Source: an optimization exercise on an open RTL-to-GDS flow (aim: small area, a short achievable clock period and few clock cycles per item). Production flows keep margins and buffers that such runs may drop. In this exercise RTL edits were held to simulation tests only and were not proved equivalent to the original. Power figures rest on the tool's default switching activity, not on a simulated workload. No driver is modelled on the clock port, so clocking that relies on it looks cheaper here than on a real chip.

**design/flow/constraint.sdc**
```tcl
create_clock -name core_clock -period 7.0 [get_ports {clk_i}]
set_input_delay 1.4000 -clock core_clock [delete_from_list [all_inputs] [get_ports {clk_i}]]
set_output_delay 1.4000 -clock core_clock [all_outputs]
set_load 0.01 [all_outputs]
```
**design/flow/config.mk**
```make
export PLATFORM = sky130hd
export DESIGN_NAME = binary_neighborhood_count_3x3
export DESIGN_NICKNAME = binary_neighborhood_count_3x3
export VERILOG_FILES = /design/flow/design.v
export SDC_FILE = /design/flow/constraint.sdc
export NUM_CORES = 4
export LEC_CHECK = 0
export CAP_MARGIN = 20
export CORE_MARGIN = 2
export CORE_UTILIZATION = 60
export CTS_CLUSTER_DIAMETER = 100
export CTS_CLUSTER_SIZE = 30
export PLACE_DENSITY = 0.7
export SETUP_SLACK_MARGIN = 4.0
export SLEW_MARGIN = 20
export TNS_END_PERCENT = 10
```
**design/flow/run.sh**
```bash
#!/bin/bash
# synth_recipe.tcl (not shown) runs the flow's synth.tcl, then flattens the netlist and writes it again
# the make line also repeats each setting of config.mk as NAME=value (left out here)
make -C /OpenROAD-flow-scripts/flow DESIGN_CONFIG=/design/flow/config.mk WORK_HOME=/design/flow/orfs CLKGATE_MAP_FILE= SYNTH_SCRIPT=/design/flow/synth_recipe.tcl finish
```
**design/flow/design.v**
```verilog
`timescale 1ns / 1ps
module bnc_ram (
  input  logic       clk_i,
  input  logic [7:0] p_hi_i,
  input  logic [7:0] p_lo_i,
  input  logic       p_en_i,
  input  logic       p_wr_i,
  input  logic [5:0] r_grp_i,
  input  logic       r_en_i,
  input  logic       wpix_i,
  output logic       up_o,
  output logic       mid_o
);
  localparam int NG = 64;
  localparam int G  = 16;
  logic [NG-1:0] r_sel, head_up, head_mid;
  logic [7:0]    t_up, t_mid;
  always_comb begin
    r_sel = '0;
    r_sel[r_grp_i] = 1'b1;
  end
  for (genvar g = 0; g < NG; g++) begin : g_ring
    logic [G-1:0] up_q, mid_q;
    logic         p_sel, rot, wr;
    assign p_sel = p_hi_i[g/8] && p_lo_i[g%8];
    assign rot   = (p_sel && p_en_i) || (r_sel[g] && r_en_i);
    assign wr    = p_sel && p_wr_i;
    always_ff @(posedge clk_i) begin
      if (rot) begin
        up_q  <= {wr ? mid_q[0] : up_q[0], up_q[G-1:1]};
        mid_q <= {wr ? wpix_i : mid_q[0], mid_q[G-1:1]};
      end
    end
    assign head_up[g]  = up_q[0];
    assign head_mid[g] = mid_q[0];
  end
  for (genvar h = 0; h < 8; h++) begin : g_rd
    assign t_up[h]  = |(head_up[h*8 +: 8] & p_lo_i);
    assign t_mid[h] = |(head_mid[h*8 +: 8] & p_lo_i);
  end
  assign up_o  = |(t_up & p_hi_i);
  assign mid_o = |(t_mid & p_hi_i);
endmodule
`timescale 1ns / 1ps
module binary_neighborhood_count_3x3 (
  input  logic        clk_i,
  input  logic        rst_ni,
  input  logic        in_valid_i,
  output logic        in_stall_o,
  input  logic        pixel_i,
  output logic        out_valid_o,
  input  logic        out_stall_i,
  output logic [3:0]  count_o,
  output logic [9:0]  row_o,
  output logic [9:0]  column_o,
  output logic        run_end_o,
  output logic        image_end_o,
  input  logic        cfg_valid_i,
  output logic        cfg_ready_o,
  input  logic [1:0]  cfg_index_i,
  input  logic [10:0] cfg_data_i
);
  localparam int RES_UP_PREV   = 0;   
  localparam int RES_UP_CUR    = 1;   
  localparam int RES_LAST_PREV = 2;   
  localparam int RES_LAST_CUR  = 3;   
  function automatic logic [9:0] inc10(input logic [9:0] x);
    for (int i = 0; i < 10; i++) begin
      inc10[i] = x[i] ^ (&(x | ~((10'd1 << i) - 10'd1)));
    end
  endfunction
  function automatic logic [9:0] dec10(input logic [9:0] x);
    for (int i = 0; i < 10; i++) begin
      dec10[i] = x[i] ^ ~(|(x & ((10'd1 << i) - 10'd1)));
    end
  endfunction
  function automatic logic gt10(input logic [9:0] a, input logic [9:0] b);
    logic e;
    gt10 = 1'b0;
    e    = 1'b1;
    for (int i = 9; i >= 0; i--) begin
      gt10 = gt10 | (e & a[i] & ~b[i]);
      e    = e & ~(a[i] ^ b[i]);
    end
  endfunction
  function automatic logic [1:0] s3(input logic [2:0] v);
    s3 = {1'b0, v[2]} + {1'b0, v[1]} + {1'b0, v[0]};
  endfunction
  function automatic logic [1:0] s2(input logic [2:0] v);
    s2 = {1'b0, v[2]} + {1'b0, v[1]};
  endfunction
  function automatic logic [7:0] onehot8(input logic [2:0] v);
    onehot8 = 8'd0;
    onehot8[v] = 1'b1;
  endfunction
  logic [9:0] w_last_q, h_last_q, cfg_last;
  assign cfg_ready_o = 1'b1;
  always_comb begin
    if (cfg_data_i[10]) begin
      cfg_last = 10'd1023;
    end else if (cfg_data_i[9:0] == 10'd0) begin
      cfg_last = 10'd0;
    end else begin
      cfg_last = dec10(cfg_data_i[9:0]);
    end
  end
  always_ff @(posedge clk_i or negedge rst_ni) begin
    if (!rst_ni) begin
      w_last_q <= 10'd1023;
      h_last_q <= 10'd1023;
    end else if (cfg_valid_i) begin
      if (cfg_index_i == 2'd0) begin
        w_last_q <= cfg_last;
      end
      if (cfg_index_i == 2'd1) begin
        h_last_q <= cfg_last;
      end
    end
  end
  logic [9:0] col_q, row_q, c_q, r_q;
  logic       re_q, lr_q;
  logic [7:0] ghi_q, glo_q;
  logic       dirty1_q, dirty2_q;
  logic       cgt_q, cge_q, rgt_q, rge_q;
  logic       in_stall_q, accept;
  logic       c0, r_ge1, r_ge2;
  logic [9:0] c_adv, r_adv, c_n, r_n;
  logic       re_adv, lr_adv, re_n, lr_n;
  logic [9:0] c_idl, r_idl;
  logic       re_idl, lr_idl;
  assign accept = in_valid_i && !in_stall_q;
  assign c0     = (c_q == 10'd0);
  assign r_ge1  = (r_q != 10'd0);
  assign r_ge2  = (r_q[9:1] != 9'd0);
  always_comb begin
    c_adv  = re_q ? 10'd0 : inc10(c_q);
    r_adv  = re_q ? (lr_q ? 10'd0 : inc10(r_q)) : r_q;
    re_adv = (c_adv == w_last_q);
    lr_adv = re_q ? (r_adv == h_last_q) : lr_q;
    if (dirty2_q) begin
      c_idl  = cgt_q ? w_last_q : col_q;
      r_idl  = rgt_q ? h_last_q : row_q;
      re_idl = cge_q;
      lr_idl = rge_q;
    end else begin
      c_idl  = c_q;
      r_idl  = r_q;
      re_idl = re_q;
      lr_idl = lr_q;
    end
    c_n  = accept ? c_adv  : c_idl;
    r_n  = accept ? r_adv  : r_idl;
    re_n = accept ? re_adv : re_idl;
    lr_n = accept ? lr_adv : lr_idl;
  end
  always_ff @(posedge clk_i or negedge rst_ni) begin
    if (!rst_ni) begin
      col_q    <= '0;
      row_q    <= '0;
      c_q      <= '0;
      r_q      <= '0;
      re_q     <= 1'b0;
      lr_q     <= 1'b0;
      ghi_q    <= 8'd1;
      glo_q    <= 8'd1;
      dirty1_q <= 1'b0;
      dirty2_q <= 1'b0;
    end else begin
      if (accept) begin
        col_q <= c_adv;
        row_q <= r_adv;
      end
      c_q      <= c_n;
      r_q      <= r_n;
      re_q     <= re_n;
      lr_q     <= lr_n;
      ghi_q    <= onehot8(c_n[9:7]);
      glo_q    <= onehot8(c_n[6:4]);
      dirty1_q <= cfg_valid_i;
      dirty2_q <= dirty1_q;
    end
  end
  always_ff @(posedge clk_i) begin
    cgt_q <= gt10(col_q, w_last_q);
    cge_q <= !gt10(w_last_q, col_q);
    rgt_q <= gt10(row_q, h_last_q);
    rge_q <= !gt10(h_last_q, row_q);
  end
  logic [5:0] gA_q, gR_q, g_c;
  logic [3:0] fA_q, fR_q, o_c;
  logic [5:0] gA_a, gR_a, gA_i, gR_i;
  logic [3:0] fA_a, fR_a, fA_i, fR_i, fR_rot;
  logic       rotA, rotR, ok_a, ok_i;
  logic       rd_up, rd_mid;
  function automatic logic ring_ok(input logic [9:0] c,
                                   input logic [5:0] ga, input logic [3:0] fa,
                                   input logic [5:0] gr, input logic [3:0] fr);
    logic [3:0] ph;
    if (c[9:4] == ga) begin
      ph = fa;
    end else if (c[9:4] == gr) begin
      ph = fr;
    end else begin
      ph = 4'd0;
    end
    ring_ok = (ph == c[3:0])
           && !((c[9:4] != ga) && (c[9:4] != gr) && (fa != 4'd0) && (fr != 4'd0));
  endfunction
  assign g_c    = c_q[9:4];
  assign o_c    = c_q[3:0];
  assign rotR   = (fR_q != 4'd0);
  assign fR_rot = rotR ? fR_q + 4'd1 : fR_q;
  always_comb begin
    gA_a = g_c;
    fA_a = o_c + 4'd1;
    gR_a = gR_q;
    fR_a = fR_rot;
    if (g_c != gA_q) begin
      if (fA_q != 4'd0) begin
        gR_a = gA_q;
        fR_a = fA_q;
      end else if (g_c == gR_q) begin
        fR_a = 4'd0;
      end
    end
    gA_i = gA_q;
    fA_i = fA_q;
    gR_i = gR_q;
    fR_i = fR_rot;
    rotA = 1'b0;
    if (g_c == gA_q) begin
      if (fA_q != o_c) begin
        rotA = 1'b1;
        fA_i = fA_q + 4'd1;
      end
    end else if (!(g_c == gR_q && rotR) && o_c != 4'd0) begin
      if (fA_q == 4'd0) begin
        gA_i = g_c;
      end else if (!rotR) begin
        gR_i = gA_q;
        fR_i = fA_q;
        gA_i = g_c;
        fA_i = 4'd0;
      end
    end
    ok_a = ring_ok(c_adv, gA_a, fA_a, gR_a, fR_a);
    ok_i = ring_ok(c_idl, gA_i, fA_i, gR_i, fR_i);
  end
  always_ff @(posedge clk_i or negedge rst_ni) begin
    if (!rst_ni) begin
      gA_q <= '0;
      fA_q <= '0;
      gR_q <= '0;
      fR_q <= '0;
    end else if (accept) begin
      gA_q <= gA_a;
      fA_q <= fA_a;
      gR_q <= gR_a;
      fR_q <= fR_a;
    end else begin
      gA_q <= gA_i;
      fA_q <= fA_i;
      gR_q <= gR_i;
      fR_q <= fR_i;
    end
  end
  bnc_ram u_line_ram (
    .clk_i   (clk_i),
    .p_hi_i  (ghi_q),
    .p_lo_i  (glo_q),
    .p_en_i  (accept || rotA),
    .p_wr_i  (accept),
    .r_grp_i (gR_q),
    .r_en_i  (rotR),
    .wpix_i  (pixel_i),
    .up_o    (rd_up),
    .mid_o   (rd_mid)
  );
  logic [5:0] live_q;
  logic [2:0] col_new;
  logic [2:0] old1, old0;
  logic [3:0] pend_new;
  logic       load;
  always_comb begin
    col_new = {pixel_i, rd_mid && r_ge1, rd_up && r_ge2};
    old1    = c0 ? 3'b0 : live_q[5:3];
    old0    = c0 ? 3'b0 : live_q[2:0];
    pend_new                = '0;
    pend_new[RES_UP_PREV]   = r_ge1 && !c0;
    pend_new[RES_UP_CUR]    = r_ge1 && re_q;
    pend_new[RES_LAST_PREV] = lr_q && !c0;
    pend_new[RES_LAST_CUR]  = lr_q && re_q;
  end
  assign load = accept && (pend_new != 4'd0);
  always_ff @(posedge clk_i) begin
    if (accept) begin
      live_q <= {col_new, old1};
    end
  end
  logic [3:0] pend_q, pick, pend_after;
  logic [2:0] bn_q, ba3_q, ba2_q;
  logic [1:0] bb3_q, bb2_q;
  logic [9:0] br_q, bc_q;
  logic       bimg_q;
  logic       emit, sv_q;
  logic [2:0] base;
  logic [1:0] addend;
  logic [3:0] res_count;
  logic [9:0] res_row, res_col;
  logic       res_run_end, res_img_end;
  assign emit = (pend_q != 4'd0) && !sv_q;
  always_comb begin
    pick = '0;
    if (pend_q[RES_UP_PREV]) begin
      pick[RES_UP_PREV] = 1'b1;
    end else if (pend_q[RES_UP_CUR]) begin
      pick[RES_UP_CUR] = 1'b1;
    end else if (pend_q[RES_LAST_PREV]) begin
      pick[RES_LAST_PREV] = 1'b1;
    end else begin
      pick[RES_LAST_CUR] = 1'b1;
    end
    pend_after = pend_q & ~pick;
    base = ({3{pick[RES_UP_PREV]}}   & ba3_q)
         | ({3{pick[RES_UP_CUR]}}    & {1'b0, bb3_q})
         | ({3{pick[RES_LAST_PREV]}} & ba2_q)
         | ({3{pick[RES_LAST_CUR]}}  & {1'b0, bb2_q});
    addend      = (pick[RES_UP_PREV] || pick[RES_UP_CUR]) ? s3(bn_q) : s2(bn_q);
    res_count   = {1'b0, base} + {2'b00, addend};
    res_row     = (pick[RES_UP_PREV] || pick[RES_UP_CUR]) ? dec10(br_q) : br_q;
    res_col     = (pick[RES_UP_PREV] || pick[RES_LAST_PREV]) ? dec10(bc_q) : bc_q;
    res_run_end = (pend_after == 4'd0);
    res_img_end = res_run_end && bimg_q;
  end
  always_ff @(posedge clk_i or negedge rst_ni) begin
    if (!rst_ni) begin
      pend_q <= '0;
    end else if (load) begin
      pend_q <= pend_new;
    end else if (emit) begin
      pend_q <= pend_after;
    end
  end
  always_ff @(posedge clk_i) begin
    if (load) begin
      bn_q   <= col_new;
      bb3_q  <= s3(old1);
      ba3_q  <= {1'b0, s3(old1)} + {1'b0, s3(old0)};
      bb2_q  <= s2(old1);
      ba2_q  <= {1'b0, s2(old1)} + {1'b0, s2(old0)};
      br_q   <= r_q;
      bc_q   <= c_q;
      bimg_q <= lr_q && re_q;
    end
  end
  logic        ov_q, head_load;
  logic [3:0]  oc_q, sc_q;
  logic [9:0]  orow_q, ocol_q, srow_q, scol_q;
  logic        orun_q, oimg_q, srun_q, simg_q;
  assign head_load = !ov_q || !out_stall_i;
  always_ff @(posedge clk_i or negedge rst_ni) begin
    if (!rst_ni) begin
      ov_q <= 1'b0;
      sv_q <= 1'b0;
    end else begin
      if (head_load) begin
        ov_q <= sv_q || emit;
      end
      sv_q <= !head_load && (sv_q || emit);
    end
  end
  always_ff @(posedge clk_i) begin
    if (head_load) begin
      if (sv_q) begin
        oc_q   <= sc_q;
        orow_q <= srow_q;
        ocol_q <= scol_q;
        orun_q <= srun_q;
        oimg_q <= simg_q;
      end else begin
        oc_q   <= res_count;
        orow_q <= res_row;
        ocol_q <= res_col;
        orun_q <= res_run_end;
        oimg_q <= res_img_end;
      end
    end
    if (!sv_q && !head_load) begin
      sc_q   <= res_count;
      srow_q <= res_row;
      scol_q <= res_col;
      srun_q <= res_run_end;
      simg_q <= res_img_end;
    end
  end
  function automatic logic bfree(input logic [3:0] p, input logic s);
    bfree = (p == 4'd0) || (((p & (p - 4'd1)) == 4'd0) && !s);
  endfunction
  function automatic logic hasres(input logic [9:0] r, input logic lr,
                                  input logic [9:0] c, input logic re);
    hasres = ((r != 10'd0) || lr) && ((c != 10'd0) || re);
  endfunction
  logic [3:0] pend_a, pend_i;
  logic       hr_a, hr_i;
  logic       st_a1, st_a0, st_i1, st_i0, stall_n;
  always_comb begin
    pend_i = emit ? pend_after : pend_q;
    pend_a = (pend_new != 4'd0) ? pend_new : pend_i;
    hr_a   = hasres(r_adv, lr_adv, c_adv, re_adv);
    hr_i   = hasres(r_idl, lr_idl, c_idl, re_idl);
    st_a1  = !ok_a || (hr_a && !bfree(pend_a, 1'b0));
    st_a0  = !ok_a || (hr_a && !bfree(pend_a, sv_q || emit));
    st_i1  = !ok_i || (hr_i && !bfree(pend_i, 1'b0));
    st_i0  = !ok_i || (hr_i && !bfree(pend_i, sv_q || emit));
    if (accept) begin
      stall_n = head_load ? st_a1 : st_a0;
    end else begin
      stall_n = head_load ? st_i1 : st_i0;
    end
  end
  always_ff @(posedge clk_i or negedge rst_ni) begin
    if (!rst_ni) begin
      in_stall_q <= 1'b0;
    end else begin
      in_stall_q <= cfg_valid_i || dirty1_q || stall_n;
    end
  end
  assign in_stall_o  = in_stall_q;
  assign out_valid_o = ov_q;
  assign count_o     = oc_q;
  assign row_o       = orow_q;
  assign column_o    = ocol_q;
  assign run_end_o   = orun_q;
  assign image_end_o = oimg_q;
endmodule
```
==> impl_results.md, run 1 <==
- Status: no timing/DRC/antenna violations
- Final Hold Vio Count: 0
- Hold Crit Class: reg2reg
- CTS tree: yes
- Antenna violations before repair: 1
- Routed WL: 137800 um
- Clock sinks: 2251
- CP Data Required Time: 7370 ps
- Vias in the first global route: 30545
- Worst Clk Skew: 42.47 ps
- Power density over cell area: 335.8 mW/mm^2
- DRC violations left: 0
- Max stage delay cell, worst path: o21ai_4
- Global-route wire length before repair: 192700 um
- Delay-heaviest family, CP: simple AND/OR/NAND/NOR gates
- Starting Density: 0.6032
- Most common cell after layout, fill and taps aside: edfxtp_1
- CTS Hold Bufs: 0
- CP Class: reg2reg
- Final Cycle Share: 0.4697
- EDFF count, synth: 2140
- Die width: 361.8 um
- Final setup vio count: 0
- Critical path fanouts, max: 16
- Critical Path Max Stage Delay: 630 ps
- Cells after DPL: 5381
- 1st-pass router iterations: 6
- Startpoint types: flop
- Largest net degree at the start of global routing: 67
- WL/cell: 24.27 um
- CTS Buf Count: 85
- Die H: 361.8 um
- Clk buf depth: 3
- Tmin final: 3288 ps
- Crit path cell chain: nor2_1 > xnor2_1 > nor2b_1 > nand2_1 > o21ai_1 > nand2_2 > o21ai_4
- 1st-iter DRT viols: 4223
- Mean post-synth cell area: 20.48 um^2
- Finished Layout Cells: 5679
- Worst-skew pair later-pin latency: 740 ps
- Layout cells sized above 1: 0.1724
- GRT overflow: 0
- Cell area after synthesis: 0.07683 mm^2
- Unrepaired setup endpoints after global routing: yes
- Final #Nets: 4056
- Vias: 33787
- Arr. time, crit path: 3660 ps
- Area growth, synth to finish: 11.41%
- Port Buffers: 46
- Post-synth cell types: 85
- Predominant post-synthesis flop cell: edfxtp_1
- Number of H-tree levels: 3
- Syn Nets: 3824
- Share of synthesized registers carrying an async set or reset: 0.04753
- Ys Warns: 2
- Reg clk slew, reported paths: 110 ps
- Die Area: 0.1309 mm^2
- Post-synthesis register bit count: 2251
- Worst path bufs/invs: 0
- Max-Cap Viols: 0
- Cells after synthesis: 3752
- Fillers: 7904
- Leakage power: 27.17 nW
- Max Clk Rate: 304.2 MHz
- Vias/cell: 5.949
- IO Pins: 48
- Worst-Margin Slew: 860.0 ps
- GRT Util Overall: 0.1967
- Row count: 131
- Clock Tree Root: clkbuf_16
- Post-DP HPWL: 72740 um
- Peak supply drop: 0.0006576 V
- Commonest cells after routing, fill and taps aside: 2140 x edfxtp_1, 250 x nand2_1, 168 x mux2_2
- Post-route ant nets: 0
- GP Congestion: 0.8597
- Crit path capture type: flop
- Fin Setup TNS: 0 ps
- Max_slew headroom: 0.4267
- Post-synthesis sequential area ratio: 0.8727
- Core area: 0.1274 mm^2
- Slew Viols, Final: 0
-- synthesized netlist by cell type (38+ instances only) --
master	count	area share
a21oi_1	79	0.0051
a22oi_1	75	0.0073
clkbuf_1	94	0.0046
dfrtp_1	85	0.028
edfxtp_1	2140	0.84
ha_1	47	0.0077
inv_1	66	0.0032
mux2_2	168	0.025
mux2i_1	38	0.0050
nand2_1	270	0.013
nor2_1	98	0.0048
o21ai_0	137	0.0089
xnor2_1	61	0.0070
-- path summary, 6_finish.rpt --
| check | start | endpoint | slack, ps | cells past startpoint |
|---|---|---|---|---|
| worst max register to register | gR_q[0]$_DFF_PN0_ | u_line_ram.g_ring[19].mid_q[15]$_DFFE_PP_ | 3710 | 7 |
| worst min-delay path | u_line_ram.g_ring[45].mid_q[5]$_DFFE_PP_ | u_line_ram.g_ring[45].mid_q[4]$_DFFE_PP_ | 410 | 0 |
| min in group asynchronous | rst_ni | row_q[8]$_DFFE_PN0P_ | 660 | 1 |
| max in group asynchronous | rst_ni | gR_q[1]$_DFF_PN0_ | 5050 | 2 |
| worst max-delay path | gR_q[0]$_DFF_PN0_ | u_line_ram.g_ring[19].mid_q[15]$_DFFE_PP_ | 3710 | 7 |
| worst min register to register | u_line_ram.g_ring[45].mid_q[5]$_DFFE_PP_ | u_line_ram.g_ring[45].mid_q[4]$_DFFE_PP_ | 410 | 0 |
-- registers in the layout, summed over array words and instances (netlist names), 10 cells and up --
name and count:
r_q 10, c_q 10, scol_q 10, u_line_ram.g_ring.mid_q 1024, col_q 10, u_line_ram.g_ring.up_q 1024, w_last_q 10, bc_q 10
srow_q 10, orow_q 10, h_last_q 10, br_q 10, row_q 10, ocol_q 10
-- kinds of logic (layout without fill, tap and decap cells) --
logic type                 after synthesis  in the layout  share of synthesized area
buffers and inverters                  190            404                   0.009918
AOI/OAI and AO/OA                      381            428                    0.03117
xor gates and xnor gates                91             91                    0.01047
DFF                                   2251           2251                     0.8727
muxes                                  210            210                    0.03034
other                                    1              3                 0.00004881
adders and majority gates               70             70                    0.01143
and+or+nand+nor                        558            560                    0.03391
-- per-stage QoR --
stage | utilization | setup slack, ps | power (mW) | instance area [um^2] | hold slack (ps)
after detailed placement | 0.6269 | 2645 | 21.63 | 79840 | 404.5
after global placement | 0.6269 | 2714 | 21.57 | 79840 | 400.1
after floorplan | - | 3901 | 20.00 | 77440 | 375.8
after CTS | 0.6499 | 3449 | 27.87 | 82770 | 407.6
final | 0.6721 | 3712 | 28.74 | 85590 | 405.1
after global routing | 0.6720 | 3599 | 29.81 | 85590 | 416.4
-- layer usage --
layer	track usage	routed length, um
met4	0.05114	3527
met2	0.2829	60740
met1	0.3209	63780
met5	0	0
met3	0.02917	9783
-- report_power, final --
| group | internal, mW | leakage [nW] | switching, mW |
|---|---|---|---|
| registers | 16.2 | 20.6 | 0.834 |
| logic | 1.88 | 5.46 | 3.81 |
| clock network | 2.33 | 1.16 | 3.69 |
-- cell type report --
type | instances | area, um^2 | area share
flip-flops and latches | 2251 | 67060 | 0.7835
multi-input cells | 1360 | 10910 | 0.1275
repair buffers | 219 | 2893 | 0.03380
clock buffers | 107 | 2252 | 0.02631
well taps | 1662 | 2079 | 0.02430
inverters | 67 | 259.0 | 0.003026
clock inverters | 11 | 135.1 | 0.001579
diodes | 2 | 5.005 | 0.00005847
-- what timing repair did --
action | 4_1_cts | 5_1_grt
resized for setup | 34 | 170
pin swaps | 31 | 105
setup buffers | 10 | 117
endpoints found under the hold margin | 0 | 0
setup endpoints to repair | 2237 | 2244
gates cloned | 26 | 24
Testbench counts, summed over its fixed seeds: cycles 271,174, items 253,450.
==> run 2, diff against run 1 <==
--- a/design/flow/design.v
+++ b/design/flow/design.v
@@ -5,25 +5,21 @@
   input  logic [7:0] p_lo_i,
   input  logic       p_en_i,
   input  logic       p_wr_i,
-  input  logic [5:0] r_grp_i,
-  input  logic       r_en_i,
+  input  logic [7:0] r_hi_i,
+  input  logic [7:0] r_lo_i,
   input  logic       wpix_i,
   output logic       up_o,
   output logic       mid_o
 );
   localparam int NG = 64;
   localparam int G  = 16;
-  logic [NG-1:0] r_sel, head_up, head_mid;
+  logic [NG-1:0] head_up, head_mid;
   logic [7:0]    t_up, t_mid;
-  always_comb begin
-    r_sel = '0;
-    r_sel[r_grp_i] = 1'b1;
-  end
   for (genvar g = 0; g < NG; g++) begin : g_ring
     logic [G-1:0] up_q, mid_q;
     logic         p_sel, rot, wr;
     assign p_sel = p_hi_i[g/8] && p_lo_i[g%8];
-    assign rot   = (p_sel && p_en_i) || (r_sel[g] && r_en_i);
+    assign rot   = (p_sel && p_en_i) || (r_hi_i[g/8] && r_lo_i[g%8]);
     assign wr    = p_sel && p_wr_i;
     always_ff @(posedge clk_i) begin
       if (rot) begin
@@ -188,80 +184,88 @@
   end
   logic [5:0] gA_q, gR_q, g_c;
   logic [3:0] fA_q, fR_q, o_c;
-  logic [5:0] gA_a, gR_a, gA_i, gR_i;
-  logic [3:0] fA_a, fR_a, fA_i, fR_i, fR_rot;
-  logic       rotA, rotR, ok_a, ok_i;
+  logic [5:0] gA_n, gR_n;
+  logic [3:0] fA_n, fR_n, fR_rot;
+  logic [7:0] rhi_q, rlo_q;
+  logic       eqA, eqR, rotA, rotR, ok_a, ok_i;
   logic       rd_up, rd_mid;
-  function automatic logic ring_ok(input logic [9:0] c,
-                                   input logic [5:0] ga, input logic [3:0] fa,
-                                   input logic [5:0] gr, input logic [3:0] fr);
-    logic [3:0] ph;
-    if (c[9:4] == ga) begin
-      ph = fa;
-    end else if (c[9:4] == gr) begin
-      ph = fr;
-    end else begin
-      ph = 4'd0;
-    end
-    ring_ok = (ph == c[3:0])
-           && !((c[9:4] != ga) && (c[9:4] != gr) && (fa != 4'd0) && (fr != 4'd0));
-  endfunction
   assign g_c    = c_q[9:4];
   assign o_c    = c_q[3:0];
   assign rotR   = (fR_q != 4'd0);
   assign fR_rot = rotR ? fR_q + 4'd1 : fR_q;
+  assign eqA    = (g_c == gA_q);
+  assign eqR    = (g_c == gR_q);
+  assign rotA   = eqA && (fA_q != o_c);    
   always_comb begin
-    gA_a = g_c;
-    fA_a = o_c + 4'd1;
-    gR_a = gR_q;
-    fR_a = fR_rot;
-    if (g_c != gA_q) begin
-      if (fA_q != 4'd0) begin
-        gR_a = gA_q;
-        fR_a = fA_q;
-      end else if (g_c == gR_q) begin
-        fR_a = 4'd0;
+    gA_n = gA_q;
+    fA_n = fA_q;
+    gR_n = gR_q;
+    fR_n = fR_rot;
+    if (accept) begin
+      gA_n = g_c;
+      fA_n = o_c + 4'd1;
+      if (!eqA) begin
+        if (fA_q != 4'd0) begin
+          gR_n = gA_q;
+          fR_n = fA_q;
+        end else if (eqR) begin
+          fR_n = 4'd0;
+        end
       end
-    end
-    gA_i = gA_q;
-    fA_i = fA_q;
-    gR_i = gR_q;
-    fR_i = fR_rot;
-    rotA = 1'b0;
-    if (g_c == gA_q) begin
-      if (fA_q != o_c) begin
-        rotA = 1'b1;
-        fA_i = fA_q + 4'd1;
+    end else if (eqA) begin
+      if (rotA) begin
+        fA_n = fA_q + 4'd1;
       end
-    end else if (!(g_c == gR_q && rotR) && o_c != 4'd0) begin
+    end else if (!(eqR && rotR) && o_c != 4'd0) begin
       if (fA_q == 4'd0) begin
-        gA_i = g_c;
+        gA_n = g_c;
       end else if (!rotR) begin
-        gR_i = gA_q;
-        fR_i = fA_q;
-        gA_i = g_c;
-        fA_i = 4'd0;
+        gR_n = gA_q;
+        fR_n = fA_q;
+        gA_n = g_c;
+        fA_n = 4'd0;
+      end
+    end
+  end
+  always_comb begin
+    if (re_q) begin
+      if (g_c == 6'd0) begin
+        ok_a = (o_c == 4'd15);
+      end else begin
+        ok_a = !rotR && (eqA || fA_q == 4'd0);
       end
+    end else if (o_c != 4'd15) begin
+      ok_a = 1'b1;
+    end else begin
+      ok_a = eqA && !((g_c + 6'd1 == gR_q) && rotR);
+    end
+    if (dirty2_q) begin
+      ok_i = 1'b0;
+    end else if (eqA) begin
+      ok_i = (fA_q == o_c) || (fA_q + 4'd1 == o_c);
+    end else if (eqR && rotR) begin
+      ok_i = (fR_q + 4'd1 == o_c);
+    end else if (o_c != 4'd0) begin
+      ok_i = 1'b0;
+    end else begin
+      ok_i = (fA_q == 4'd0) || !rotR || (fR_q == 4'd15);
     end
-    ok_a = ring_ok(c_adv, gA_a, fA_a, gR_a, fR_a);
-    ok_i = ring_ok(c_idl, gA_i, fA_i, gR_i, fR_i);
   end
   always_ff @(posedge clk_i or negedge rst_ni) begin
     if (!rst_ni) begin
-      gA_q <= '0;
-      fA_q <= '0;
-      gR_q <= '0;
-      fR_q <= '0;
-    end else if (accept) begin
-      gA_q <= gA_a;
-      fA_q <= fA_a;
-      gR_q <= gR_a;
-      fR_q <= fR_a;
+      gA_q  <= '0;
+      fA_q  <= '0;
+      gR_q  <= '0;
+      fR_q  <= '0;
+      rhi_q <= '0;
+      rlo_q <= '0;
     end else begin
-      gA_q <= gA_i;
-      fA_q <= fA_i;
-      gR_q <= gR_i;
-      fR_q <= fR_i;
+      gA_q  <= gA_n;
+      fA_q  <= fA_n;
+      gR_q  <= gR_n;
+      fR_q  <= fR_n;
+      rhi_q <= (fR_n != 4'd0) ? onehot8(gR_n[5:3]) : 8'd0;
+      rlo_q <= onehot8(gR_n[2:0]);
     end
   end
   bnc_ram u_line_ram (
@@ -270,8 +274,8 @@
     .p_lo_i  (glo_q),
     .p_en_i  (accept || rotA),
     .p_wr_i  (accept),
-    .r_grp_i (gR_q),
-    .r_en_i  (rotR),
+    .r_hi_i  (rhi_q),
+    .r_lo_i  (rlo_q),
     .wpix_i  (pixel_i),
     .up_o    (rd_up),
     .mid_o   (rd_mid)
@@ -422,7 +426,7 @@
     if (!rst_ni) begin
       in_stall_q <= 1'b0;
     end else begin
-      in_stall_q <= cfg_valid_i || dirty1_q || stall_n;
+      in_stall_q <= cfg_valid_i || dirty1_q || dirty2_q || stall_n;
     end
   end
   assign in_stall_o  = in_stall_q;
==> design/flow/flow/run.sh (new file) <==
#!/bin/bash
cp standard.sh standard_sh.log
cp config.mk config_mk.log
export CTS_ARGS="-sink_clustering_enable -repair_clock_nets -sink_clustering_size 30 -sink_clustering_max_diameter 100 -dont_use_dummy_load"
export BUFFER_PORTS_ARGS="-buffer_cell sky130_fd_sc_hd__buf_2"
bash standard.sh > standard.log 2>&1
==> design/flow/standard.sh (new file) <==
#!/bin/bash
# synth_recipe.tcl (not shown) runs the flow's synth.tcl, then flattens the netlist and writes it again
# the make line also repeats each setting of config.mk as NAME=value (left out here)
make -C /OpenROAD-flow-scripts/flow DESIGN_CONFIG=/design/flow/config.mk WORK_HOME=/design/flow/orfs CLKGATE_MAP_FILE= SYNTH_SCRIPT=/design/flow/synth_recipe.tcl "${@:-finish}"
removed: design/flow/run.sh
==> impl_results.md, run 2 <==
- Predominant post-synthesis flop cell: edfxtp_1
- Fin Setup TNS: 0 ps
- DRC violations left: 0
- Antenna violations before repair: 3
- CP Data Required Time: 7650 ps
- CTS Buf Count: 86
- Leakage power: 26.00 nW
- Final Cycle Share: 0.4299
- 1st-pass router iterations: 7
- Area growth, synth to finish: 6.947%
- Power density over cell area: 303.9 mW/mm^2
- Clock Tree Root: clkbuf_16
- Post-route cell area: 0.08221 mm^2
- Final Hold Vio Count: 0
- Syn Nets: 3701
- Final #Nets: 3818
- Largest regs: u_line_ram.g_ring.mid_q (1024), u_line_ram.g_ring.up_q (1024)
- Final setup vio count: 0
- Unrepaired setup endpoints after global routing: yes
- Critical path fanouts, max: 66
- Ys Warns: 2
- Most common cell after layout, fill and taps aside: edfxtp_1
- Port Buffers: 46
- Cells after DPL: 5283
- Post-synth cell types: 77
- Worst Clk Skew: 45.07 ps
- Die Area: 0.1310 mm^2
- Starting Density: 0.6036
- Max_slew headroom: 0.2546
- Global-route wire length before repair: 178700 um
- Largest net degree at the start of global routing: 74
- Leading area contributor after synthesis: edfxtp_1
- Post-synthesis sequential area ratio: 0.8774
- Routed WL: 120000 um
- Commonest cells after routing, fill and taps aside: 2140 x edfxtp_1, 177 x mux2_2, 153 x nand2_1
- Max Clk Rate: 332.3 MHz
- Number of H-tree levels: 3
- Post-synthesis register bit count: 2267
- Worst-skew pair later-pin latency: 710 ps
- Top post-synthesis cells by count: 2140 x edfxtp_1, 177 x mux2_2, 153 x nand2_1
- Tmin final: 3009 ps
- Max-Cap Viols: 0
- Vias in the first global route: 29365
- Cell area after synthesis: 0.07687 mm^2
- Hold Crit Class: reg2reg
- IO Pins: 48
- Worst-Margin Slew: 1118 ps
- GP Congestion: 0.8153
- Clk buf depth: 3
- CP Class: in2reg
- Peak supply drop: 0.0002215 V
- Top post-synthesis cells by area: edfxtp_1 84%, dfrtp_1 3.3%, mux2_2 2.6%, ha_1 0.88%, a22o_1 0.75%
- Core area: 0.1274 mm^2
- 1st-iter DRT viols: 3445
- Post-route ant nets: 0
- Final Util: 0.6455
- Die width: 361.9 um
- Post-synth top area share: 0.8360
- Share of synthesized registers carrying an async set or reset: 0.05426
- GRT Util Overall: 0.1806
- WL/cell: 22.22 um
- Most frequent cell after synthesis: edfxtp_1
- Layout cells sized above 1: 0.1394
- N_diodes: 0
- Crit path capture type: flop
- Arr. time, crit path: 3660 ps
- Cells after synthesis: 3622
- Reg clk slew, reported paths: 120 ps
- Startpoint types: input port
- Vias: 31414
- Mean post-synth cell area: 21.22 um^2
- Post-DP HPWL: 66630 um
- Clock sinks: 2267
- EDFF count, synth: 2140
- Vias/cell: 5.818
- Finished Layout Cells: 5399
- Status: no timing/DRC/antenna violations
- Row count: 131
- CTS tree: yes
- Cell Area, Placed: 0.07932 mm^2
- Die H: 361.9 um
- GRT overflow: 0
- Slew Viols, Final: 0
run 2: critical path: stages:
cell	delay [ps]
buf_2	80
nand2b_1	60
clkbuf_8	250
inv_2	150
buf_8	430
nand2_1	160
o21ai_2	170
inv_1	120
ha_1	260
xor2_1	350
and2_1	190
run 2: area by class of cell:
| cell class | instances | area [um^2] |
|---|---|---|
| Clock buffer | 86 | 2152 |
| Multi-Input combinational cell | 1149 | 8954 |
| Tap cell | 1662 | 2079 |
| Timing Repair Buffer | 158 | 1265 |
| Inverter | 77 | 289.0 |
| Fill cell | 8196 | 45150 |
| Sequential cell | 2267 | 67470 |
run 2: metrics by stage:
stage / power [mW] / setup WS (ps) / hold slack (ps)
after detailed placement: 19.18 / 2752 / 362.0
after floorplan: 18.15 / 3626 / 354.5
after global placement: 19.12 / 2751 / 356.0
final: 24.99 / 3991 / 387.5
after global routing: 25.95 / 3787 / 402.2
after CTS: 25.02 / 3891 / 388.6
run 2: power by group:
| group | switching [mW] | total (mW) | internal, mW |
|---|---|---|---|
| logic | 1.78 | 2.95 | 1.16 |
| registers | 0.731 | 16.2 | 15.5 |
| clock network | 3.58 | 5.80 | 2.22 |
| total | 6.09 | 25.0 | 18.9 |
run 2: worst paths after layout:
check                              startpoint                                        to  slack [ps]  cells after the start
min                        dirty1_q$_DFF_PN0_                        dirty2_q$_DFF_PN0_         390                      0
min in group asynchronous              rst_ni                          r_q[8]$_DFF_PN0_         740                      1
max                                in_valid_i                        ghi_q[7]$_DFF_PN0_        3990                     11
max reg2reg                  c_q[3]$_DFF_PN0_  u_line_ram.g_ring[14].mid_q[7]$_DFFE_PP_        4030                      9
max in group asynchronous              rst_ni                          c_q[9]$_DFF_PN0_        4790                      2
min reg2reg                dirty1_q$_DFF_PN0_                        dirty2_q$_DFF_PN0_         390                      0
run 2: logic make-up (layout without fill, tap and decap cells):
kind of cell | after synthesis | after routing | share of synthesized area
xor+xnor | 75 | 75 | 0.008985
mux | 215 | 215 | 0.03088
flops | 2267 | 2267 | 0.8774
other cells | 1 | 1 | 0.00004878
compound gates | 344 | 344 | 0.03094
buf+inv | 206 | 321 | 0.01055
simple gates | 438 | 438 | 0.02875
fa+ha+maj | 76 | 76 | 0.01244
run 2: repair_timing:
| item | 4_1_cts | 5_1_grt |
|---|---|---|
| setup buffers | 1 | 29 |
| pin swaps | 2 | 5 |
| hold buffers | 0 | 0 |
| resized for setup | 89 | 32 |
| setup endpoints to repair | 2246 | 1860 |
| endpoints found under the hold margin | 0 | 0 |
run 2: metal layers:
| metal | global-route usage | wire, um | up-vias |
|---|---|---|---|
| li1 | - | - | 14189 |
| met2 | 0.2524 | 51530 | 813 |
| met5 | 0.004440 | 82 | - |
| met4 | 0.05302 | 3341 | 2 |
| met3 | 0.03178 | 6984 | 168 |
| met1 | 0.2949 | 58050 | 16242 |
Testbench counts of run 2, summed over its fixed seeds: cycles 271,222, items 253,450.
==> run 3, diff against run 2 <==
--- a/design/flow/config.mk
+++ b/design/flow/config.mk
@@ -11,6 +11,6 @@
 export CTS_CLUSTER_DIAMETER = 100
 export CTS_CLUSTER_SIZE = 30
 export PLACE_DENSITY = 0.7
-export SETUP_SLACK_MARGIN = 4.0
+export SETUP_SLACK_MARGIN = 4.5
 export SLEW_MARGIN = 20
 export TNS_END_PERCENT = 10
==> impl_results.md, run 3 <==
- Vias/cell: 5.850
- WL/cell: 22.56 um
- Arr. time, crit path: 3350 ps
- Placement Setup Slack: 1799 ps
- Row count: 131
- Post-synthesis register bit count: 2267
- 1st-iter DRT viols: 3062
- Post-synthesis sequential area ratio: 0.8774
- Clock Tree Root: clkbuf_16
- GP Congestion: 0.7874
- Cell Area, Placed: 0.07937 mm^2
- Hold_sp: dirty1_q$_DFF_PN0_
- Worst Clk Skew: 58.24 ps
- Reg clk slew, reported paths: 120 ps
- Worst-Margin Slew: 1322 ps
- Syn Nets: 3701
- Adder-cell area share of the yosys netlist: 0.01244
- Largest net degree at the start of global routing: 80
- Hold Crit Class: reg2reg
- Final setup vio count: 0
- Leakage power: 27.19 nW
- Post-DP HPWL: 67710 um
- Hold Crit Depth: 0
- Leading area contributor after synthesis: edfxtp_1
- Post-synth top area share: 0.8360
- Die H: 361.9 um
- Max_slew headroom: 0.1184
- EDFF count, synth: 2140
- Largest regs: u_line_ram.g_ring.mid_q (1024), u_line_ram.g_ring.up_q (1024)
- Die width: 361.9 um
- Final Hold Vio Count: 0
- Cells after synthesis: 3622
- Vias: 32442
- Global-route wire length before repair: 184000 um
- Crit path capture type: flop
- Post-synth cell types: 77
- Largest family of logic cells by synthesized area: compound AO/OA/AOI/OAI gates
- Starting Density: 0.6036
- IO Pins: 48
- Xor/xnor share of the synthesized area: 0.008985
- Clock sinks: 2267
- CTS Hold Bufs: 0
- DRC violations left: 0
- Final #Nets: 3965
- Critical R2R Launch: c_q[4]$_DFF_PN0_
- Area growth, synth to finish: 10.28%
- Commonest cells after routing, fill and taps aside: 2140 x edfxtp_1, 176 x mux2_2, 152 x buf_4
- Top post-synthesis cells by count: 2140 x edfxtp_1, 177 x mux2_2, 153 x nand2_1
- Max-Cap Viols: 0
- GRT overflow: 0
- Final Cycle Share: 0.3916
- Routed WL: 125100 um
- Peak supply drop: 0.0002562 V
- Status: no timing/DRC/antenna violations
- Post-route ant nets: 0
- N_diodes: 0
- Critical path fanouts, max: 5
- Final Util: 0.6656
- Hold EP: dirty2_q$_DFF_PN0_
- CP Class: reg2reg
- Port Buffers: 46
- Most common cell after layout, fill and taps aside: edfxtp_1
- Worst-skew pair later-pin latency: 720 ps
- Reg2Reg Depth: 11
- GRT Util Overall: 0.1848
- Layout cells sized above 1: 0.1988
- Mean post-synth cell area: 21.22 um^2
- Fin Setup TNS: 0 ps
- Top post-synthesis cells by area: edfxtp_1 84%, dfrtp_1 3.3%, mux2_2 2.6%, ha_1 0.88%, a22o_1 0.75%
- Pwr Total: 25.75 mW
- Max Clk Rate: 364.8 MHz
- Vias in the first global route: 30431
- Ys Warns: 2
- Antenna violations before repair: 5
- Clk buf depth: 3
- Core area: 0.1274 mm^2
- Power density over cell area: 303.7 mW/mm^2
- CP Data Required Time: 7610 ps
- Post-route cell area: 0.08477 mm^2
- Cell area after synthesis: 0.07687 mm^2
- Die Area: 0.1310 mm^2
- R2R setup slack: 4260 ps
- Unrepaired setup endpoints after global routing: yes
- Share of synthesized registers carrying an async set or reset: 0.05426
- CTS tree: yes
- CTS Buf Count: 85
- Slew Viols, Final: 0
- Critical R2R Capture: in_stall_q$_DFF_PN0_
- Fraction of synthesized area in multiplexers: 0.03088
- Post-route setup slack: 4259 ps
- 1st-pass router iterations: 6
- Most frequent cell after synthesis: edfxtp_1
- Tmin final: 2741 ps
- Synth Area in Compound Gates: 0.03094
- Post-Synth Simple-Gate Area: 0.02874
- Predominant post-synthesis flop cell: edfxtp_1
- Number of H-tree levels: 3
- Startpoint types: flop
==> run 3: worst max path at each step <==
stage	slack, ps	depth (start not counted)	endpoint	startpoint
2_1_floorplan	3820	6	u_line_ram.g_ring[16].mid_q[0]$_DFFE_PP_	in_valid_i
3_5_place_dp	1800	7	u_line_ram.g_ring[5].up_q[5]$_DFFE_PP_	in_valid_i
4_1_cts	4270	1	column_o[2]	ocol_q[2]$_DFFE_PP_
6_report	4260	11	in_stall_q$_DFF_PN0_	c_q[4]$_DFF_PN0_
5_1_grt	4130	11	in_stall_q$_DFF_PN0_	c_q[4]$_DFF_PN0_
3_3_place_gp	1900	7	u_line_ram.g_ring[5].up_q[3]$_DFFE_PP_	in_valid_i
==> run 3: power by group <==
part / total, mW / internal [mW] / switching (mW)
clock: 5.75 / 2.19 / 3.56
combinational: 3.79 / 1.64 / 2.15
sequential: 16.2 / 15.5 / 0.692
total: 25.7 / 19.3 / 6.40
==> run 3: what timing repair did <==
item | 4_1_cts | 5_1_grt
gates resized for setup | 193 | 151
endpoints found under the setup margin | 2315 | 2113
pin swaps | 19 | 49
setup buffers | 87 | 58
cloned | 17 | 16
==> run 3: logic make-up (layout without fill, tap and decap cells) <==
family	Yosys count	in the layout
buffers and inverters	206	450
muxes	215	215
AOI/OAI and AO/OA	344	361
DFF	2267	2267
adders and majority gates	76	76
xor gates and xnor gates	75	75
other	1	1
and+or+nand+nor	438	439
==> run 3: final cells by class <==
class	instances	area, um^2
flip-flops and latches	2267	67490
well taps	1662	2079
repair buffers	286	2803
inverters	77	305.3
multi-input cells	1167	9950
clock buffers	85	2127
repair inverters	2	17.52
fillers	7840	42580
==> run 3: per-stage QoR <==
stage          cells  hold WS (ps)
6_report        5546         356.9
3_5_place_dp    5282         361.4
4_1_cts         5471         363.5
5_1_grt         5546         370.3
3_3_place_gp    5282         358.5
2_1_floorplan   3622         354.5
==> run 3: metal layers <==
| metal | wire [um] | global-route usage |
|---|---|---|
| met5 | 13 | 0 |
| met4 | 3060 | 0.04796 |
| met3 | 6419 | 0.02474 |
| met2 | 56110 | 0.2711 |
| met1 | 59490 | 0.2983 |
==> run 3: worst max-delay path: stages, from the launching register on <==
cell and delay, ps:
dfrtp_2 480, ha_4 180, nand4_1 110, nor2_1 60, ha_1 360, nor2_2 150, nor2_1 50, o32a_1 380
nor4_4 330, a2111oi_4 150, nand4b_1 220, a21oi_2 180
==> run 4, diff against run 3 <==
==> design/flow/run.sh (new file) <==
#!/bin/bash
# synth_recipe.tcl (not shown) runs the flow's synth.tcl, then flattens the netlist and writes it again
# the make line also repeats each setting of config.mk as NAME=value (left out here)
make -C /OpenROAD-flow-scripts/flow DESIGN_CONFIG=/design/flow/config.mk WORK_HOME=/design/flow/orfs CLKGATE_MAP_FILE= SYNTH_SCRIPT=/design/flow/synth_recipe.tcl finish
--- a/design/flow/config.mk
+++ b/design/flow/config.mk
@@ -11,6 +11,6 @@
 export CTS_CLUSTER_DIAMETER = 100
 export CTS_CLUSTER_SIZE = 30
 export PLACE_DENSITY = 0.7
-export SETUP_SLACK_MARGIN = 4.5
+export SETUP_SLACK_MARGIN = 4.0
 export SLEW_MARGIN = 20
 export TNS_END_PERCENT = 10
removed: design/flow/flow/run.sh
removed: design/flow/standard.sh
==> impl_results.md, run 4 <==
- Status: no timing/DRC/antenna violations
- IO Pins: 48
- Leading area contributor after synthesis: edfxtp_1
- Arr. time, crit path: 1620 ps
- Max_slew headroom: 0.2449
- Hold EP: dirty2_q$_DFF_PN0_
- Post-synthesis register bit count: 2267
- Power density over cell area: 303.8 mW/mm^2
- Cells after synthesis: 3622
- Final Hold Vio Count: 0
- Max stage delay cell, worst path: clkdlybuf4s50_1
- Fraction of synthesized area in multiplexers: 0.03088
- GP Congestion: 0.8343
- DRC violations left: 0
- Post-DP HPWL: 66970 um
- Die Area: 0.1310 mm^2
- Final Cycle Share: 0.4319
- Final #Nets: 3827
- Mean post-synth cell area: 21.22 um^2
- Critical path fanouts, max: 1
- CTS tree: yes
- Delay-heaviest family, CP: buffers and inverters
- Die H: 361.9 um
- Final setup vio count: 0
- Crit path capture type: output pin
- Global-route wire length before repair: 178000 um
- Antenna violations before repair: 2
- Post-route setup slack: 3976 ps
- Post-route ant nets: 0
- Reg clk slew, reported paths: 120 ps
- Largest regs: u_line_ram.g_ring.mid_q (1024), u_line_ram.g_ring.up_q (1024)
- Met1 Routed Length: 57510 um
- Synth Area in Compound Gates: 0.03094
- Clock sinks: 2267
- Vias in the first global route: 29803
- Placement Setup Slack: 2249 ps
- Area growth, synth to finish: 8.034%
- Fin Setup TNS: 0 ps
- Critical R2R Capture: ba3_q[1]$_DFFE_PP_
- Core area: 0.1274 mm^2
- Max Clk Rate: 330.7 MHz
- Ys Warns: 2
- Finished Layout Cells: 5431
- CTS Buf Count: 86
- Die width: 361.9 um
- CP Data Required Time: 5600 ps
- Vias: 31568
- Startpoint types: flop
- Share of synthesized registers carrying an async set or reset: 0.05426
- CP startpoint: ocol_q[4]$_DFFE_PP_
- GRT Util Overall: 0.1792
- Critical R2R Launch: c_q[0]$_DFF_PN0_
- Vias/cell: 5.813
- Top Layer Used: met5
- Clk buf depth: 3
- Commonest cells after routing, fill and taps aside: 2140 x edfxtp_1, 176 x mux2_2, 153 x nand2_1
- Predominant post-synthesis flop cell: edfxtp_1
- Unrepaired setup endpoints after global routing: yes
- Hold_sp: dirty1_q$_DFF_PN0_
- Number of H-tree levels: 3
- WL met3: 7414 um
- EDFF count, synth: 2140
- Met2 WL: 51930 um
- Max-Cap Viols: 0
- Starting Density: 0.6036
- Worst Clk Skew: 39.32 ps
- Cell area after synthesis: 0.07687 mm^2
- Syn Nets: 3701
- Critical Path Max Stage Delay: 540 ps
- 1st-iter DRT viols: 3414
- Hold Crit Depth: 0
- 1st-pass router iterations: 7
- CP Class: reg2out
- Leakage power: 26.24 nW
- Reg2Reg Depth: 8
- WL/cell: 22.11 um
- Post-synthesis sequential area ratio: 0.8774
- Top post-synthesis cells by area: edfxtp_1 84%, dfrtp_1 3.3%, mux2_2 2.6%, ha_1 0.88%, a22o_1 0.75%
- Worst-Margin Slew: 1133 ps
- GRT overflow: 0
- Cell Area, Placed: 0.07955 mm^2
- R2R setup slack: 3990 ps
- Routed WL: 120100 um
- Worst-skew pair later-pin latency: 730 ps
- Most frequent cell after synthesis: edfxtp_1
- Post-synth cell types: 77
- Top post-synthesis cells by count: 2140 x edfxtp_1, 177 x mux2_2, 153 x nand2_1
- Worst path bufs/invs: 1
- Xor/xnor share of the synthesized area: 0.008985
- Clock Tree Root: clkbuf_16
- Post-Synth Simple-Gate Area: 0.02874
- Row count: 131
- N_diodes: 0
- Largest family of logic cells by synthesized area: compound AO/OA/AOI/OAI gates
- Layout cells sized above 1: 0.1340
- Adder-cell area share of the yosys netlist: 0.01244
- Most common cell after layout, fill and taps aside: edfxtp_1
- Hold Crit Class: reg2reg
- Post-synth top area share: 0.8360
- Crit path cell chain: clkdlybuf4s50_1
- Largest net degree at the start of global routing: 67
- Peak supply drop: 0.0002290 V
- Port Buffers: 46
- Cells after DPL: 5285
- Post-route cell area: 0.08305 mm^2
- Slew Viols, Final: 0
- Tmin final: 3024 ps
-- run 4: per-layer routing --
layer  track usage  up-vias
met4       0.05074        2
met5             0        -
li1              -    14254
met3       0.03804      189
met1        0.2844    16283
met2        0.2553      840
-- run 4: kinds of logic (layout without fill, tap and decap cells) --
kind of cell	count (synthesis)	in the layout
flip-flops	2267	2267
AND/OR/NAND/NOR	438	439
AO/OA/AOI/OAI	344	350
multiplexers	215	215
buffers and inverters	206	346
adder cells (fa/ha/maj)	76	76
XOR/XNOR	75	75
other	1	1
-- run 4: worst max-delay path by stage --
stage | cells after the start | slack (ps) | end
2_1_floorplan | 6 | 3630 | u_line_ram.g_ring[14].mid_q[0]$_DFFE_PP_
3_3_place_gp | 9 | 2330 | u_line_ram.g_ring[37].mid_q[5]$_DFFE_PP_
3_5_place_dp | 9 | 2250 | u_line_ram.g_ring[34].mid_q[1]$_DFFE_PP_
4_1_cts | 9 | 3870 | u_line_ram.g_ring[5].up_q[10]$_DFFE_PP_
5_1_grt | 8 | 3880 | ba3_q[1]$_DFFE_PP_
6_report | 1 | 3980 | column_o[4]
-- run 4: through the flow --
step	hold WS, ps	power [mW]	utilization
finish	387.9	25.23	0.6521
global route	409.7	26.23	0.6521
CTS	390.5	25.18	0.6452
detailed placement	362.8	19.18	0.6246
global placement	359.7	19.10	0.6246
floorplan	354.5	18.15	-
-- run 4: final cells by class --
type / instances / area (um^2)
Multi-Input combinational cell: 1156 / 9130
Inverter: 77 / 291.5
Tap cell: 1662 / 2079
Timing Repair Buffer: 160 / 1703
Sequential cell: 2267 / 67470
Fill cell: 8074 / 44310
Clock buffer: 99 / 2222
Clock inverter: 10 / 146.4
-- run 4: repair_timing --
item | CTS | global route
setup endpoints to repair | 2289 | 2177
hold buffers | 0 | 0
gates resized for setup | 60 | 120
pin swaps | 2 | 4
cloned | 0 | 11
setup buffers | 3 | 23
-- run 4: power breakdown --
group,internal [mW],switching (mW),total [mW],leakage [nW]
logic,1.21,1.79,2.99,4.48
clock network,2.31,3.66,5.97,1.15
registers,15.5,0.756,16.3,20.6
==> run 5, diff against run 4 <==
--- a/design/flow/config.mk
+++ b/design/flow/config.mk
@@ -11,6 +11,6 @@
 export CTS_CLUSTER_DIAMETER = 100
 export CTS_CLUSTER_SIZE = 30
 export PLACE_DENSITY = 0.7
-export SETUP_SLACK_MARGIN = 4.0
+export SETUP_SLACK_MARGIN = 4.5
 export SLEW_MARGIN = 20
 export TNS_END_PERCENT = 10
==> impl_results.md, run 5 <==
- Status: no timing/DRC/antenna violations
- Cells after synthesis: 3622
- Hold Crit Depth: 0
- Fin Setup TNS: 0 ps
- Commonest cells after routing, fill and taps aside: 2140 x edfxtp_1, 176 x mux2_2, 151 x nand2_1
- Die width: 361.9 um
- EDFF count, synth: 2140
- Max stage delay cell, worst path: dfrtp_2
- Hold EP: dirty2_q$_DFF_PN0_
- WL/cell: 22.42 um
- Max Clk Rate: 359.9 MHz
- Area growth, synth to finish: 10.58%
- Reg clk slew, reported paths: 120 ps
- Most common cell after layout, fill and taps aside: edfxtp_1
- Pwr Total: 25.75 mW
- CTS tree: yes
- Tmin final: 2779 ps
- Fillers: 7915
- Worst-Margin Slew: 1020 ps
- GRT overflow: 0
- Die H: 361.9 um
- Worst-skew pair later-pin latency: 720 ps
- Crit path capture type: flop
- Final #Nets: 3945
- Max_slew headroom: 0.3200
- Critical R2R Launch: c_q[0]$_DFF_PN0_
- Worst path bufs/invs: 7
- Reg2Reg Depth: 13
- Comb power frac: 0.141
- Post-synthesis register bit count: 2267
- Largest regs: u_line_ram.g_ring.mid_q (1024), u_line_ram.g_ring.up_q (1024)
- Cell area after synthesis: 0.07687 mm^2
- Crit path cell chain: buf_6 > buf_4 > xor2_2 > nor4_2 > buf_4 > nor2_4 > nor2_4 > buf_12 > buf_12 > nor2b_4 > buf_4 > a22o_4 > clkbuf_16
- Clock sinks: 2267
- Critical R2R Capture: u_line_ram.g_ring[34].mid_q[9]$_DFFE_PP_
- Peak supply drop: 0.0002405 V
- GP Congestion: 0.7986
- Critical Path Max Stage Delay: 460 ps
- Mean post-synth cell area: 21.22 um^2
- N_diodes: 0
- Vias: 32425
- CP Class: reg2reg
- Top Layer Used: met5
- Finished Layout Cells: 5546
- Clk buf depth: 3
- Clock Tree Root: clkbuf_16
- Top cell by count, worst path: buf_4
- Hold_sp: dirty1_q$_DFF_PN0_
- CP startpoint: c_q[0]$_DFF_PN0_
- Top post-synthesis cells by area: edfxtp_1 84%, dfrtp_1 3.3%, mux2_2 2.6%, ha_1 0.88%, a22o_1 0.75%
- Met2 WL: 54870 um
- Final setup vio count: 0
- Layout cells sized above 1: 0.1931
- Share of synthesized registers carrying an async set or reset: 0.05426
- Antenna violations before repair: 5
- GRT Util Overall: 0.1837
- Vias in the first global route: 30469
- Row count: 131
- Most frequent cell after synthesis: edfxtp_1
- Predominant post-synthesis flop cell: edfxtp_1
- Global-route wire length before repair: 182700 um
- 1st-pass router iterations: 5
- Net Sw Power: 6.398 mW
- Met1 Routed Length: 59250 um
- Core area: 0.1274 mm^2
- Switch share: 0.2484
- Post-synth cell types: 77
- Syn Nets: 3701
- Die Area: 0.1310 mm^2
- Routed WL: 124300 um
- R2R setup slack: 4220 ps
- Unrepaired setup endpoints after global routing: yes
- Startpoint types: flop
- Power density over cell area: 303.0 mW/mm^2
- Delay-heaviest family, CP: buffers and inverters
- Final Hold Vio Count: 0
- Largest net degree at the start of global routing: 71
- Vias/cell: 5.847
- Starting Density: 0.6036
- Worst Clk Skew: 35.43 ps
- Reg power frac: 0.628
- CTS Hold Bufs: 0
- CTS Buf Count: 85
- Clock group share of total power: 0.231
- IO Pins: 48
- Post-route ant nets: 0
- Post-DP HPWL: 67780 um
- Leakage power: 27.22 nW
- WL met3: 6929 um
- CP Data Required Time: 7460 ps
- Ys Warns: 2
- Final Cycle Share: 0.3969
- WHS: 390.5 ps
- Arr. time, crit path: 3240 ps
- Cell Int Power: 19.36 mW
- Critical path fanouts, max: 16
- Hold Crit Class: reg2reg
- Number of H-tree levels: 3
- 1st-iter DRT viols: 3546
- Port Buffers: 46
- Post-synth top area share: 0.8360
- DRC violations left: 0
- Max-Cap Viols: 0
- Top post-synthesis cells by count: 2140 x edfxtp_1, 177 x mux2_2, 153 x nand2_1
- Leading area contributor after synthesis: edfxtp_1
- Post-synthesis sequential area ratio: 0.8774
- Cells after DPL: 5285
- Slew Viols, Final: 0
[run 5: cell count changes in the layout (fill, tap and decap cells not counted), sizes merged]
cell and change:
clkinv -4, inv +2, clkbuf +7, nand2b +1
dlygate4sd2 -1, bufbuf +2, clkdlybuf4s50 -32, a22o -1
dlymetal6s2s +4, nor2b +1, nor2 +1, buf +135
[run 5: worst max path at each step]
stage                                                    end  slack [ps]  depth (start not counted)
CTS                                              column_o[6]        4240                          1
global route        u_line_ram.g_ring[54].mid_q[5]$_DFFE_PP_        4180                         11
finish              u_line_ram.g_ring[34].mid_q[9]$_DFFE_PP_        4220                         13
global placement                          ghi_q[6]$_DFF_PN0_        2410                          9
floorplan           u_line_ram.g_ring[16].mid_q[0]$_DFFE_PP_        3820                          6
detailed placement                        ghi_q[5]$_DFF_PN0_        2350                         10
[run 5: power groups by stage]
stage | combinational [mW] | sequential [mW] | clock (mW)
2_1_floorplan | 2.10 | 16.1 | 0
3_3_place_gp | 2.60 | 16.5 | 0
3_5_place_dp | 2.66 | 16.5 | 0
4_1_cts | 3.30 | 16.2 | 6.15
5_1_grt | 3.94 | 16.2 | 6.56
6_report | 3.64 | 16.2 | 5.94
[run 5: cell type report]
| cell class | count | area (um^2) | share of cell area |
|---|---|---|---|
| Clock inverter | 8 | 112.6 | 0.001325 |
| Inverter | 77 | 294.0 | 0.003459 |
| Sequential cell | 2267 | 67510 | 0.7942 |
| Tap cell | 1662 | 2079 | 0.02446 |
| Clock buffer | 97 | 2193 | 0.02580 |
| Timing Repair Buffer | 277 | 3090 | 0.03636 |
| Multi-Input combinational cell | 1158 | 9724 | 0.1144 |
[run 5: cells by family after synthesis]
logic type	Yosys count	share of synthesized area
buffers and inverters	206	0.01055
AO/OA/AOI/OAI	344	0.03094
other	1	0.00004878
multiplexers	215	0.03088
flip-flops	2267	0.8774
adder cells (fa/ha/maj)	76	0.01244
XOR/XNOR	75	0.008985
AND/OR/NAND/NOR	438	0.02875
[run 5: worst reg2reg max path, cell delays in order (launching register included)]
cell and delay [ps]:
dfrtp_2 460, buf_6 130, buf_4 130, xor2_2 150
nor4_2 290, buf_4 170, nor2_4 40, nor2_4 220
buf_12 170, buf_12 130, nor2b_4 60, buf_4 140
a22o_4 240, clkbuf_16 190
[run 5: metrics by stage]
step,setup slack (ps),area (um^2),utilization
finish,4221,85000,0.6674
CTS,4237,83630,0.6567
global route,4181,85000,0.6674
detailed placement,2350,79620,0.6252
global placement,2413,79610,0.6251
floorplan,3815,76980,-
[run 5: per-layer routing]
layer  GRT usage  vias to the layer above
met1      0.3003                    16767
met3     0.02671                      190
met5           0                        -
li1            -                    14495
met2      0.2627                      971
met4     0.05049                        2
[run 5: timing repair]
action / 4_1_cts / 5_1_grt
buffers inserted: 74 / 50
cloned: 12 / 20
pin swaps: 25 / 39
resized for setup: 358 / 139
setup endpoints to repair: 2392 / 2161
==> run 6, diff against run 5 <==
--- a/design/flow/design.v
+++ b/design/flow/design.v
@@ -187,7 +187,7 @@
   logic [5:0] gA_n, gR_n;
   logic [3:0] fA_n, fR_n, fR_rot;
   logic [7:0] rhi_q, rlo_q;
-  logic       eqA, eqR, rotA, rotR, ok_a, ok_i;
+  logic       eqA, eqR, rotA_q, rotR, ok_a, ok_i;
   logic       rd_up, rd_mid;
   assign g_c    = c_q[9:4];
   assign o_c    = c_q[3:0];
@@ -195,7 +195,6 @@
   assign fR_rot = rotR ? fR_q + 4'd1 : fR_q;
   assign eqA    = (g_c == gA_q);
   assign eqR    = (g_c == gR_q);
-  assign rotA   = eqA && (fA_q != o_c);    
   always_comb begin
     gA_n = gA_q;
     fA_n = fA_q;
@@ -213,7 +212,7 @@
         end
       end
     end else if (eqA) begin
-      if (rotA) begin
+      if (rotA_q) begin
         fA_n = fA_q + 4'd1;
       end
     end else if (!(eqR && rotR) && o_c != 4'd0) begin
@@ -259,7 +258,9 @@
       fR_q  <= '0;
       rhi_q <= '0;
       rlo_q <= '0;
+      rotA_q <= 1'b0;
     end else begin
+      rotA_q <= (c_n[9:4] == gA_n) && (fA_n != c_n[3:0]);
       gA_q  <= gA_n;
       fA_q  <= fA_n;
       gR_q  <= gR_n;
@@ -272,7 +273,7 @@
     .clk_i   (clk_i),
     .p_hi_i  (ghi_q),
     .p_lo_i  (glo_q),
-    .p_en_i  (accept || rotA),
+    .p_en_i  (accept || rotA_q),
     .p_wr_i  (accept),
     .r_hi_i  (rhi_q),
     .r_lo_i  (rlo_q),
@@ -410,8 +411,9 @@
   always_comb begin
     pend_i = emit ? pend_after : pend_q;
     pend_a = (pend_new != 4'd0) ? pend_new : pend_i;
-    hr_a   = hasres(r_adv, lr_adv, c_adv, re_adv);
-    hr_i   = hasres(r_idl, lr_idl, c_idl, re_idl);
+    hr_a   = (re_q ? (!lr_q || h_last_q == 10'd0) : (r_ge1 || lr_q))
+          && (!re_q || w_last_q == 10'd0);
+    hr_i   = hasres(r_q, lr_q, c_q, re_q);    
     st_a1  = !ok_a || (hr_a && !bfree(pend_a, 1'b0));
     st_a0  = !ok_a || (hr_a && !bfree(pend_a, sv_q || emit));
     st_i1  = !ok_i || (hr_i && !bfree(pend_i, 1'b0));
--- a/design/flow/config.mk
+++ b/design/flow/config.mk
@@ -11,6 +11,6 @@
 export CTS_CLUSTER_DIAMETER = 100
 export CTS_CLUSTER_SIZE = 30
 export PLACE_DENSITY = 0.7
-export SETUP_SLACK_MARGIN = 4.5
+export SETUP_SLACK_MARGIN = 5.0
 export SLEW_MARGIN = 20
 export TNS_END_PERCENT = 10
==> impl_results.md, run 6 <==
- Status: no timing/DRC/antenna violations
- WHS: 407.1 ps
- Predominant post-synthesis flop cell: edfxtp_1
- Pwr Total: 26.06 mW
- Max stage delay cell, worst path: mux2i_1
- Unrepaired setup endpoints after global routing: yes
- Vias: 32762
- Power density over cell area: 301.8 mW/mm^2
- Slew Viols, Final: 0
- Crit path cell chain: buf_8 > nand2b_4 > buf_12 > buf_4 > a211oi_4 > buf_6 > buf_4 > mux2i_1 > and2_1 > and4_1
- Final Util: 0.6789
- Post-synth top area share: 0.8371
- Largest regs: u_line_ram.g_ring.mid_q (1024), u_line_ram.g_ring.up_q (1024)
- Vias in the first global route: 30466
- Post-synth cell types: 78
- Ys Warns: 2
- Post-DP HPWL: 66150 um
- Cell area after synthesis: 0.07676 mm^2
- Met3 global-route usage: 0.02892
- Hold Crit Class: reg2reg
- IO Pins: 48
- Max-Cap Viols: 0
- GRT Util Overall: 0.1865
- Core area: 0.1272 mm^2
- Worst-skew pair later-pin latency: 730 ps
- Final setup vio count: 0
- Worst-Margin Slew: 1288 ps
- Post-synthesis register bit count: 2268
- Commonest cells after routing, fill and taps aside: 2140 x edfxtp_1, 175 x buf_4, 159 x mux2_2
- Tmin final: 2802 ps
- EDFF count, synth: 2140
- Area growth, synth to finish: 12.48%
- GRT overflow: 0
- Startpoint types: input port
- Critical path fanouts, max: 6
- Worst Clk Skew: 39.65 ps
- Peak supply drop: 0.0002074 V
- Final Cycle Share: 0.4003
- Crit path capture type: flop
- 1st-iter DRT viols: 3429
- Reg2Reg Depth: 9
- CP Class: in2reg
- Largest net degree at the start of global routing: 69
- Post-route ant nets: 0
- Post-route cell area: 0.08635 mm^2
- Cells after synthesis: 3625
- Reg clk slew, reported paths: 120 ps
- Share of synthesized registers carrying an async set or reset: 0.05467
- CTS Hold Bufs: 0
- GP Congestion: 0.7998
- Met2 usage: 0.2740
- Number of H-tree levels: 3
- Top cell by count, worst path: buf_4
- Post-synthesis sequential area ratio: 0.8790
- Cell Area, Placed: 0.07947 mm^2
- Critical Path Max Stage Delay: 530 ps
- Layout cells sized above 1: 0.2205
- Met1 usage: 0.2977
- Die width: 361.7 um
- Global-route wire length before repair: 184400 um
- Placement Setup Slack: 1495 ps
- Die Area: 0.1308 mm^2
- CP startpoint: in_valid_i
- Most frequent cell after synthesis: edfxtp_1
- Final Hold Vio Count: 0
- Mean post-synth cell area: 21.18 um^2
- Die H: 361.7 um
- Arr. time, crit path: 3460 ps
- Syn Nets: 3705
- Critical R2R Capture: rotA_q$_DFF_PN0_
- Clock Tree Root: clkbuf_16
-- run 6: changes by cell type after synthesis, sizes merged, moves of 9 or more --
cell | previous run | this run
and3 | 3 | 12
mux2 | 177 | 163
xor2 | 28 | 37
mux2i | 38 | 22
xnor2 | 47 | 57
nor2 | 72 | 91
nor3 | 26 | 15
-- run 6: logic make-up (layout without fill, tap and decap cells) --
| family | count (synthesis) | count (layout) | synth area share |
|---|---|---|---|
| buf+inv | 204 | 517 | 0.01035 |
| other cells | 1 | 2 | 0.00004885 |
| fa+ha+maj | 77 | 77 | 0.01262 |
| compound gates | 369 | 375 | 0.03317 |
| xor+xnor | 94 | 94 | 0.01082 |
| mux | 185 | 185 | 0.02678 |
| flops | 2268 | 2268 | 0.8790 |
| simple gates | 427 | 434 | 0.02725 |
-- run 6: layer usage --
layer | vias up | wire (um)
li1 | 14641 | -
met4 | 0 | 3341
met3 | 205 | 7031
met5 | - | 0
met2 | 946 | 57930
met1 | 16970 | 60560
-- run 6: worst min path at each step --
stage	from	endpoint	slack, ps	depth (start not counted)
floorplan	dirty1_q$_DFF_PN0_	dirty2_q$_DFF_PN0_	370	0
global placement	dirty1_q$_DFF_PN0_	dirty2_q$_DFF_PN0_	380	0
detailed placement	dirty1_q$_DFF_PN0_	dirty2_q$_DFF_PN0_	390	0
CTS	u_line_ram.g_ring[1].mid_q[14]$_DFFE_PP_	u_line_ram.g_ring[1].mid_q[13]$_DFFE_PP_	400	0
global route	u_line_ram.g_ring[49].mid_q[9]$_DFFE_PP_	u_line_ram.g_ring[49].mid_q[8]$_DFFE_PP_	410	0
finish	dirty1_q$_DFF_PN0_	dirty2_q$_DFF_PN0_	410	0
-- run 6: final cells by class --
type	instances	area, um^2
clock buffers	100	2247
repair buffers	334	3943
well taps	1662	2079
flip-flops and latches	2268	67510
inverters	76	315.3
clock inverters	4	63.81
fillers	7669	40850
diodes	1	2.502
multi-input cells	1166	10150
repair inverters	3	30.03
-- run 6: power by group --
group | leakage, nW | switching (mW) | total [mW] | internal [mW]
registers | 20.7 | 0.713 | 16.2 | 15.5
logic | 5.92 | 2.19 | 3.89 | 1.70
clock network | 1.13 | 3.65 | 5.96 | 2.31
total | 27.7 | 6.55 | 26.1 | 19.5
-- run 6: what timing repair did --
action | in CTS | in global routing
pin swaps | 12 | 114
setup endpoints to repair | 2474 | 2480
buffers inserted | 67 | 106
resized for setup | 272 | 348
hold endpoints to repair | 0 | 0
gates cloned | 34 | 21
-- run 6: worst max-delay path, delay by kind of cell --
kind,cells,cell delay (ps)
buffers and inverters,5,700
and+or+nand+nor,3,600
AOI/OAI and AO/OA,1,220
muxes,1,530
Testbench counts of run 6, summed over its fixed seeds: cycles 271,222, items 253,450.
